What follows belongs to an exercise in optimizing a design on an open flow for small area; a production flow would make more cautious choices. In this exercise RTL edits were held to simulation tests only and were not proved equivalent to the original. Power figures rest on the tool's default switching activity, not on a simulated workload.

==> flow/design.v <==
`timescale 1ns / 1ps
package tsf_pkg;
  localparam logic [2:0] B_OTHER = 3'd0;
  localparam logic [2:0] B_1     = 3'd1;
  localparam logic [2:0] B_2     = 3'd2;
  localparam logic [2:0] B_3     = 3'd3;
  localparam logic [2:0] B_4     = 3'd4;
  localparam logic [2:0] B_8     = 3'd5;
  localparam logic [1:0] K_OTHER  = 2'd0;
  localparam logic [1:0] K_UDP    = 2'd1;
  localparam logic [1:0] K_TCP    = 2'd2;
  localparam logic [1:0] K_TCPSYN = 2'd3;
  localparam logic [2:0] C_IDLE  = 3'd0;
  localparam logic [2:0] C_A     = 3'd1;
  localparam logic [2:0] C_B     = 3'd2;
  localparam logic [2:0] C_C     = 3'd3;
  localparam logic [2:0] C_D     = 3'd4;
  localparam logic [2:0] C_E     = 3'd5;
  localparam logic [2:0] C_DE    = 3'd6;
  localparam logic [2:0] C_OTHER = 3'd7;
  localparam logic [2:0] R_NONE = 3'd7;
endpackage
`timescale 1ns / 1ps
module tsf_classify (
  input  logic [2:0] code_i,
  input  logic [5:0] cnt_i,
  input  logic [2:0] byte_i,
  output logic [2:0] code_o
);
  logic [2:0] need;    
  logic       chk;
  always_comb begin
    need = tsf_pkg::B_OTHER;
    case (code_i)
      tsf_pkg::C_A: case (cnt_i)
        6'd28: need = tsf_pkg::B_2;
        6'd24: need = tsf_pkg::B_1;
        6'd23: need = tsf_pkg::B_1;
        6'd22: need = tsf_pkg::B_4;
        default: need = tsf_pkg::B_OTHER;
      endcase
      tsf_pkg::C_B: case (cnt_i)
        6'd32: need = tsf_pkg::B_2;
        6'd28: need = tsf_pkg::B_1;
        6'd27: need = tsf_pkg::B_3;
        6'd24: need = tsf_pkg::B_1;
        6'd23: need = tsf_pkg::B_1;
        6'd22: need = tsf_pkg::B_4;
        default: need = tsf_pkg::B_OTHER;
      endcase
      tsf_pkg::C_C: case (cnt_i)
        6'd44: need = tsf_pkg::B_2;
        6'd40: need = tsf_pkg::B_1;
        6'd39: need = tsf_pkg::B_3;
        6'd36: need = tsf_pkg::B_1;
        6'd35: need = tsf_pkg::B_1;
        6'd34: need = tsf_pkg::B_8;
        6'd24: need = tsf_pkg::B_4;
        default: need = tsf_pkg::B_OTHER;
      endcase
      tsf_pkg::C_DE: case (cnt_i)
        6'd40: need = tsf_pkg::B_2;
        default: need = tsf_pkg::B_OTHER;
      endcase
      tsf_pkg::C_D: case (cnt_i)
        6'd34: need = tsf_pkg::B_8;
        6'd24: need = tsf_pkg::B_1;
        6'd23: need = tsf_pkg::B_3;
        default: need = tsf_pkg::B_OTHER;
      endcase
      tsf_pkg::C_E: case (cnt_i)
        6'd35: need = tsf_pkg::B_1;
        6'd34: need = tsf_pkg::B_8;
        6'd24: need = tsf_pkg::B_1;
        6'd23: need = tsf_pkg::B_3;
        default: need = tsf_pkg::B_OTHER;
      endcase
      default: need = tsf_pkg::B_OTHER;
    endcase
  end
  assign chk = (need == tsf_pkg::B_OTHER) || (need == byte_i);
  always_comb begin
    if (code_i == tsf_pkg::C_DE && cnt_i == 6'd36) begin
      if (byte_i == tsf_pkg::B_4)      code_o = tsf_pkg::C_D;
      else if (byte_i == tsf_pkg::B_1) code_o = tsf_pkg::C_E;
      else                    code_o = tsf_pkg::C_OTHER;
    end else if (chk) begin
      code_o = code_i;
    end else begin
      code_o = tsf_pkg::C_OTHER;
    end
  end
endmodule
`timescale 1ns / 1ps
module tsf_core (
  input  logic        clk_i,
  input  logic        rst_ni,
  input  logic        item_valid_i,
  input  logic        op_i,         
  input  logic [5:0]  pl_i,         
  output logic        take_o,
  output logic        res_valid_o,
  input  logic        res_ready_i,
  output logic [2:0]  cls_o,
  output logic        classified_o,
  output logic [15:0] pkt_o,
  output logic [15:0] tcp_o,
  output logic [15:0] udp_o,
  output logic [15:0] cls_total_o
);
  logic [2:0]  code_q, code_d, code_step;
  logic [5:0]  cnt_q, cnt_d;
  logic [15:0] ip_q, tcp_q, udp_q;
  logic [15:0] cc_q [6];
  logic [5:0]  cc_z_q;
  logic [15:0] cc_sel, cc_inc;
  logic        res_valid_q;
  logic [2:0]  res_q, res_d;
  logic        inc_q;
  logic        emit;
  logic        is_hdr;
  logic [1:0]  kind;
  logic [3:0]  doff;
  assign is_hdr = !op_i;
  assign kind   = pl_i[1:0];
  assign doff   = pl_i[5:2];
  assign take_o = item_valid_i && (!res_valid_q || res_ready_i);
  tsf_classify u_classify (
    .code_i (code_q),
    .cnt_i  (cnt_q),
    .byte_i (pl_i[2:0]),
    .code_o (code_step)
  );
  always_comb begin
    code_d = code_q;
    cnt_d  = cnt_q;
    res_d  = tsf_pkg::R_NONE;
    emit   = 1'b0;
    if (is_hdr) begin
      emit   = 1'b1;
      code_d = tsf_pkg::C_IDLE;
      cnt_d  = {doff, 2'b00};
      if (kind == tsf_pkg::K_TCPSYN) begin
        if (doff <= 4'd5) begin
          res_d = 3'd0;        
        end else begin
          case (doff)
            4'd7:    code_d = tsf_pkg::C_A;
            4'd8:    code_d = tsf_pkg::C_B;
            4'd11:   code_d = tsf_pkg::C_C;
            4'd10:   code_d = tsf_pkg::C_DE;
            default: code_d = tsf_pkg::C_OTHER;
          endcase
        end
      end
    end else if (code_q != tsf_pkg::C_IDLE) begin
      cnt_d  = cnt_q - 1'b1;
      code_d = code_step;
      if (cnt_q == 6'd21) begin
        emit   = 1'b1;
        code_d = tsf_pkg::C_IDLE;
        res_d  = (code_q == tsf_pkg::C_DE || code_q == tsf_pkg::C_OTHER) ? 3'd0 : code_q;
      end
    end
  end
  always_ff @(posedge clk_i or negedge rst_ni) begin
    if (!rst_ni) begin
      code_q      <= tsf_pkg::C_IDLE;
      res_valid_q <= 1'b0;
      inc_q       <= 1'b0;
    end else begin
      if (take_o) begin
        code_q <= code_d;
        res_valid_q <= emit;
      end else if (res_ready_i) begin
        res_valid_q <= 1'b0;
      end
      inc_q <= take_o && emit && (res_d != tsf_pkg::R_NONE);
    end
  end
  always_ff @(posedge clk_i) begin
    if (take_o) begin
      cnt_q <= cnt_d;
    end
    if (take_o && emit) begin
      res_q <= res_d;
    end
  end
  always_ff @(posedge clk_i or negedge rst_ni) begin
    if (!rst_ni) begin
      ip_q  <= '0;
      tcp_q <= '0;
      udp_q <= '0;
    end else begin
      ip_q  <= ip_q  + 16'(take_o && is_hdr);
      tcp_q <= tcp_q + 16'(take_o && is_hdr && kind[1]);
      udp_q <= udp_q + 16'(take_o && is_hdr && kind == tsf_pkg::K_UDP);
    end
  end
  always_comb begin
    case (res_q)
      3'd0:    cc_sel = cc_z_q[0] ? '0 : cc_q[0];
      3'd1:    cc_sel = cc_z_q[1] ? '0 : cc_q[1];
      3'd2:    cc_sel = cc_z_q[2] ? '0 : cc_q[2];
      3'd3:    cc_sel = cc_z_q[3] ? '0 : cc_q[3];
      3'd4:    cc_sel = cc_z_q[4] ? '0 : cc_q[4];
      3'd5:    cc_sel = cc_z_q[5] ? '0 : cc_q[5];
      default: cc_sel = '0;
    endcase
  end
  assign cc_inc = cc_sel + 16'(inc_q);
  always_ff @(posedge clk_i or negedge rst_ni) begin
    if (!rst_ni) begin
      cc_z_q <= '1;
    end else if (inc_q) begin
      for (int i = 0; i < 6; i++) begin
        if (res_q == 3'(i)) cc_z_q[i] <= 1'b0;
      end
    end
  end
  always_ff @(posedge clk_i) begin
    if (inc_q) begin
      for (int i = 0; i < 6; i++) begin
        if (res_q == 3'(i)) cc_q[i] <= cc_inc;
      end
    end
  end
  assign res_valid_o  = res_valid_q;
  assign classified_o = (res_q != tsf_pkg::R_NONE);
  assign cls_o        = (res_q == tsf_pkg::R_NONE) ? 3'd0 : res_q;
  assign pkt_o        = ip_q;
  assign tcp_o        = tcp_q;
  assign udp_o        = udp_q;
  assign cls_total_o  = cc_inc;
endmodule
`timescale 1ns / 1ps
module tcp_syn_os_fingerprinter_top #(
  parameter int unsigned COUNT_WIDTH = 16
) (
  input  logic         clk_i,
  input  logic         rst_ni,
  input  logic         s_axis_tvalid,
  output logic         s_axis_tready,
  input  logic [23:0]  s_axis_tdata,
  input  logic [0:0]   s_axis_tuser,
  output logic         m_axis_tvalid,
  input  logic         m_axis_tready,
  output logic [135:0] m_axis_tdata,
  output logic [0:0]   m_axis_tuser
);
  logic        in_valid_q;
  logic        op_q;
  logic [5:0]  pl_q, pl_in;
  logic [1:0]  kind_in;
  logic [2:0]  bcode_in;
  logic [7:0]  proto, obyte;
  logic        take;
  logic [2:0]  cls;
  logic        classified;
  logic [15:0] pkt, tcp, udp, cls_total;
  assign proto = s_axis_tdata[7:0];
  assign obyte = s_axis_tdata[21:14];
  always_comb begin
    if (proto == 8'd17)     kind_in = tsf_pkg::K_UDP;
    else if (proto == 8'd6) kind_in = (s_axis_tdata[8] && !s_axis_tdata[9]) ? tsf_pkg::K_TCPSYN : tsf_pkg::K_TCP;
    else                    kind_in = tsf_pkg::K_OTHER;
    case (obyte)
      8'd1:    bcode_in = tsf_pkg::B_1;
      8'd2:    bcode_in = tsf_pkg::B_2;
      8'd3:    bcode_in = tsf_pkg::B_3;
      8'd4:    bcode_in = tsf_pkg::B_4;
      8'd8:    bcode_in = tsf_pkg::B_8;
      default: bcode_in = tsf_pkg::B_OTHER;
    endcase
    if (s_axis_tuser[0]) pl_in = {3'b000, bcode_in};
    else                 pl_in = {s_axis_tdata[13:10], kind_in};
  end
  assign s_axis_tready = !in_valid_q || take;
  always_ff @(posedge clk_i or negedge rst_ni) begin
    if (!rst_ni) begin
      in_valid_q <= 1'b0;
    end else begin
      in_valid_q <= !s_axis_tready || s_axis_tvalid;
    end
  end
  always_ff @(posedge clk_i) begin
    if (s_axis_tready) begin
      op_q <= s_axis_tuser[0];
      pl_q <= pl_in;
    end
  end
  tsf_core u_core (
    .clk_i        (clk_i),
    .rst_ni       (rst_ni),
    .item_valid_i (in_valid_q),
    .op_i         (op_q),
    .pl_i         (pl_q),
    .take_o       (take),
    .res_valid_o  (m_axis_tvalid),
    .res_ready_i  (m_axis_tready),
    .cls_o        (cls),
    .classified_o (classified),
    .pkt_o        (pkt),
    .tcp_o        (tcp),
    .udp_o        (udp),
    .cls_total_o  (cls_total)
  );
  assign m_axis_tdata = {5'b0, 16'b0, cls_total, 16'b0, udp, 16'b0, tcp, 16'b0, pkt, cls};
  assign m_axis_tuser = classified;
endmodule
export LEC_CHECK = 0
export CAP_MARGIN = 20
export CORE_MARGIN = 2
export CORE_UTILIZATION = 70
export SLEW_MARGIN = 20
create_clock -name core_clock -period 6.0 [get_ports {clk_i}]
standard.sh (not shown) runs the stock make flow with config.mk's settings and CLKGATE_MAP_FILE= SYNTH_SCRIPT=/design/flow/synth_recipe.tcl, a recipe that flattens the netlist after the stock synthesis.
==> flow/flow/run.sh <==
#!/bin/bash
# Own layout flow: the standard.sh, unchanged synthesis, then these changes:
#  - constant outputs keep the single tie cell from synthesis (no per-port tie cells),
#  - port buffers use sky130_fd_sc_hd__buf_1,
#  - CTS without dummy loads.
# Each step's full output goes to its own log here.
set -euo pipefail
bash standard.sh synth > 1_synth.log 2>&1
bash standard.sh SKIP_REPAIR_TIE_FANOUT=1 floorplan > 2_floorplan.log 2>&1
bash standard.sh SKIP_REPAIR_TIE_FANOUT=1 \
  "BUFFER_PORTS_ARGS=-buffer_cell sky130_fd_sc_hd__buf_1" \
  "CTS_ARGS=-sink_clustering_enable -repair_clock_nets -dont_use_dummy_load -buf_list sky130_fd_sc_hd__clkbuf_8" \
  finish > 3_finish.log 2>&1
Next try:
--- a/flow/design.v
+++ b/flow/design.v
@@ -95,11 +95,11 @@
 module tsf_core (
   input  logic        clk_i,
   input  logic        rst_ni,
   input  logic        item_valid_i,
   input  logic        op_i,         
-  input  logic [5:0]  pl_i,         
+  input  logic [4:0]  pl_i,         
   output logic        take_o,
   output logic        res_valid_o,
   input  logic        res_ready_i,
   output logic [2:0]  cls_o,
   output logic        classified_o,
@@ -110,22 +110,24 @@
 );
   logic [2:0]  code_q, code_d, code_step;
   logic [5:0]  cnt_q, cnt_d;
   logic [15:0] ip_q, tcp_q, udp_q;
   logic [15:0] cc_q [6];
-  logic [5:0]  cc_z_q;
+  logic [5:0]  cc_w_q;
   logic [15:0] cc_sel, cc_inc;
   logic        res_valid_q;
   logic [2:0]  res_q, res_d;
   logic        inc_q;
   logic        emit;
   logic        is_hdr;
-  logic [1:0]  kind;
+  logic        is_syn, is_tcp, is_udp;
   logic [3:0]  doff;
   assign is_hdr = !op_i;
-  assign kind   = pl_i[1:0];
-  assign doff   = pl_i[5:2];
+  assign is_syn = pl_i[4];
+  assign is_tcp = pl_i[4] || pl_i[1:0] == tsf_pkg::K_TCP;
+  assign is_udp = !pl_i[4] && pl_i[1:0] == tsf_pkg::K_UDP;
+  assign doff   = pl_i[3:0];
   assign take_o = item_valid_i && (!res_valid_q || res_ready_i);
   tsf_classify u_classify (
     .code_i (code_q),
     .cnt_i  (cnt_q),
     .byte_i (pl_i[2:0]),
@@ -138,11 +140,11 @@
     emit   = 1'b0;
     if (is_hdr) begin
       emit   = 1'b1;
       code_d = tsf_pkg::C_IDLE;
       cnt_d  = {doff, 2'b00};
-      if (kind == tsf_pkg::K_TCPSYN) begin
+      if (is_syn) begin
         if (doff <= 4'd5) begin
           res_d = 3'd0;        
         end else begin
           case (doff)
             4'd7:    code_d = tsf_pkg::C_A;
@@ -191,32 +193,32 @@
       ip_q  <= '0;
       tcp_q <= '0;
       udp_q <= '0;
     end else begin
       ip_q  <= ip_q  + 16'(take_o && is_hdr);
-      tcp_q <= tcp_q + 16'(take_o && is_hdr && kind[1]);
-      udp_q <= udp_q + 16'(take_o && is_hdr && kind == tsf_pkg::K_UDP);
+      tcp_q <= tcp_q + 16'(take_o && is_hdr && is_tcp);
+      udp_q <= udp_q + 16'(take_o && is_hdr && is_udp);
     end
   end
   always_comb begin
     case (res_q)
-      3'd0:    cc_sel = cc_z_q[0] ? '0 : cc_q[0];
-      3'd1:    cc_sel = cc_z_q[1] ? '0 : cc_q[1];
-      3'd2:    cc_sel = cc_z_q[2] ? '0 : cc_q[2];
-      3'd3:    cc_sel = cc_z_q[3] ? '0 : cc_q[3];
-      3'd4:    cc_sel = cc_z_q[4] ? '0 : cc_q[4];
-      3'd5:    cc_sel = cc_z_q[5] ? '0 : cc_q[5];
+      3'd0:    cc_sel = cc_w_q[0] ? cc_q[0] : '0;
+      3'd1:    cc_sel = cc_w_q[1] ? cc_q[1] : '0;
+      3'd2:    cc_sel = cc_w_q[2] ? cc_q[2] : '0;
+      3'd3:    cc_sel = cc_w_q[3] ? cc_q[3] : '0;
+      3'd4:    cc_sel = cc_w_q[4] ? cc_q[4] : '0;
+      3'd5:    cc_sel = cc_w_q[5] ? cc_q[5] : '0;
       default: cc_sel = '0;
     endcase
   end
   assign cc_inc = cc_sel + 16'(inc_q);
   always_ff @(posedge clk_i or negedge rst_ni) begin
     if (!rst_ni) begin
-      cc_z_q <= '1;
+      cc_w_q <= '0;
     end else if (inc_q) begin
       for (int i = 0; i < 6; i++) begin
-        if (res_q == 3'(i)) cc_z_q[i] <= 1'b0;
+        if (res_q == 3'(i)) cc_w_q[i] <= 1'b1;
       end
     end
   end
   always_ff @(posedge clk_i) begin
     if (inc_q) begin
@@ -248,11 +250,11 @@
   output logic [135:0] m_axis_tdata,
   output logic [0:0]   m_axis_tuser
 );
   logic        in_valid_q;
   logic        op_q;
-  logic [5:0]  pl_q, pl_in;
+  logic [4:0]  pl_q, pl_in;
   logic [1:0]  kind_in;
   logic [2:0]  bcode_in;
   logic [7:0]  proto, obyte;
   logic        take;
   logic [2:0]  cls;
@@ -270,12 +272,16 @@
       8'd3:    bcode_in = tsf_pkg::B_3;
       8'd4:    bcode_in = tsf_pkg::B_4;
       8'd8:    bcode_in = tsf_pkg::B_8;
       default: bcode_in = tsf_pkg::B_OTHER;
     endcase
-    if (s_axis_tuser[0]) pl_in = {3'b000, bcode_in};
-    else                 pl_in = {s_axis_tdata[13:10], kind_in};
+    pl_in[4]   = !s_axis_tuser[0] && kind_in == tsf_pkg::K_TCPSYN;
+    pl_in[3]   = s_axis_tdata[13];
+    pl_in[2]   = s_axis_tuser[0] ? bcode_in[2] : s_axis_tdata[12];
+    if (s_axis_tuser[0])                  pl_in[1:0] = bcode_in[1:0];
+    else if (kind_in == tsf_pkg::K_TCPSYN) pl_in[1:0] = s_axis_tdata[11:10];
+    else                                   pl_in[1:0] = kind_in;
   end
   assign s_axis_tready = !in_valid_q || take;
   always_ff @(posedge clk_i or negedge rst_ni) begin
     if (!rst_ni) begin
       in_valid_q <= 1'b0;
Effect:
- final area drops by about 1.4%
- sequential cell count went down by 1
- combinational power rose by about 10%
- routed wire length climbs by about 2.3%
- first-iteration DRC count goes up by 25%
- area after synthesis came out lower by 1.0%
- non-clock buffer count came out lower by 3
- worst setup slack gains 0.23 ns
- power rises by about 3%
- global-route usage grows by 1.3 points

[what the ideal ports hide]
Ports are ideal in the flow. The routed layouts listed here were re-timed in OpenROAD. Step 1: set_driving_cell puts a clkbuf_16 on clk_i and a buf_2 on each other input, an assumption about the parent block. Step 2 moves the port delays by t, midway between the first and last clock arrival at a register: inputs arrive t later, outputs are due t later. That takes back most of the time a late clock gives input paths. Three values: no drivers, after step 1, after step 2; two values: the first two.
run	t (ns)	slack for setup (ns)	pins driven straight from the clock port
the first run	0.457	0.653 / 0.622 / 1.079	1
the second run	0.460	0.886 / 0.858 / 1.317	1
After both steps setup and hold are still met in every run listed.
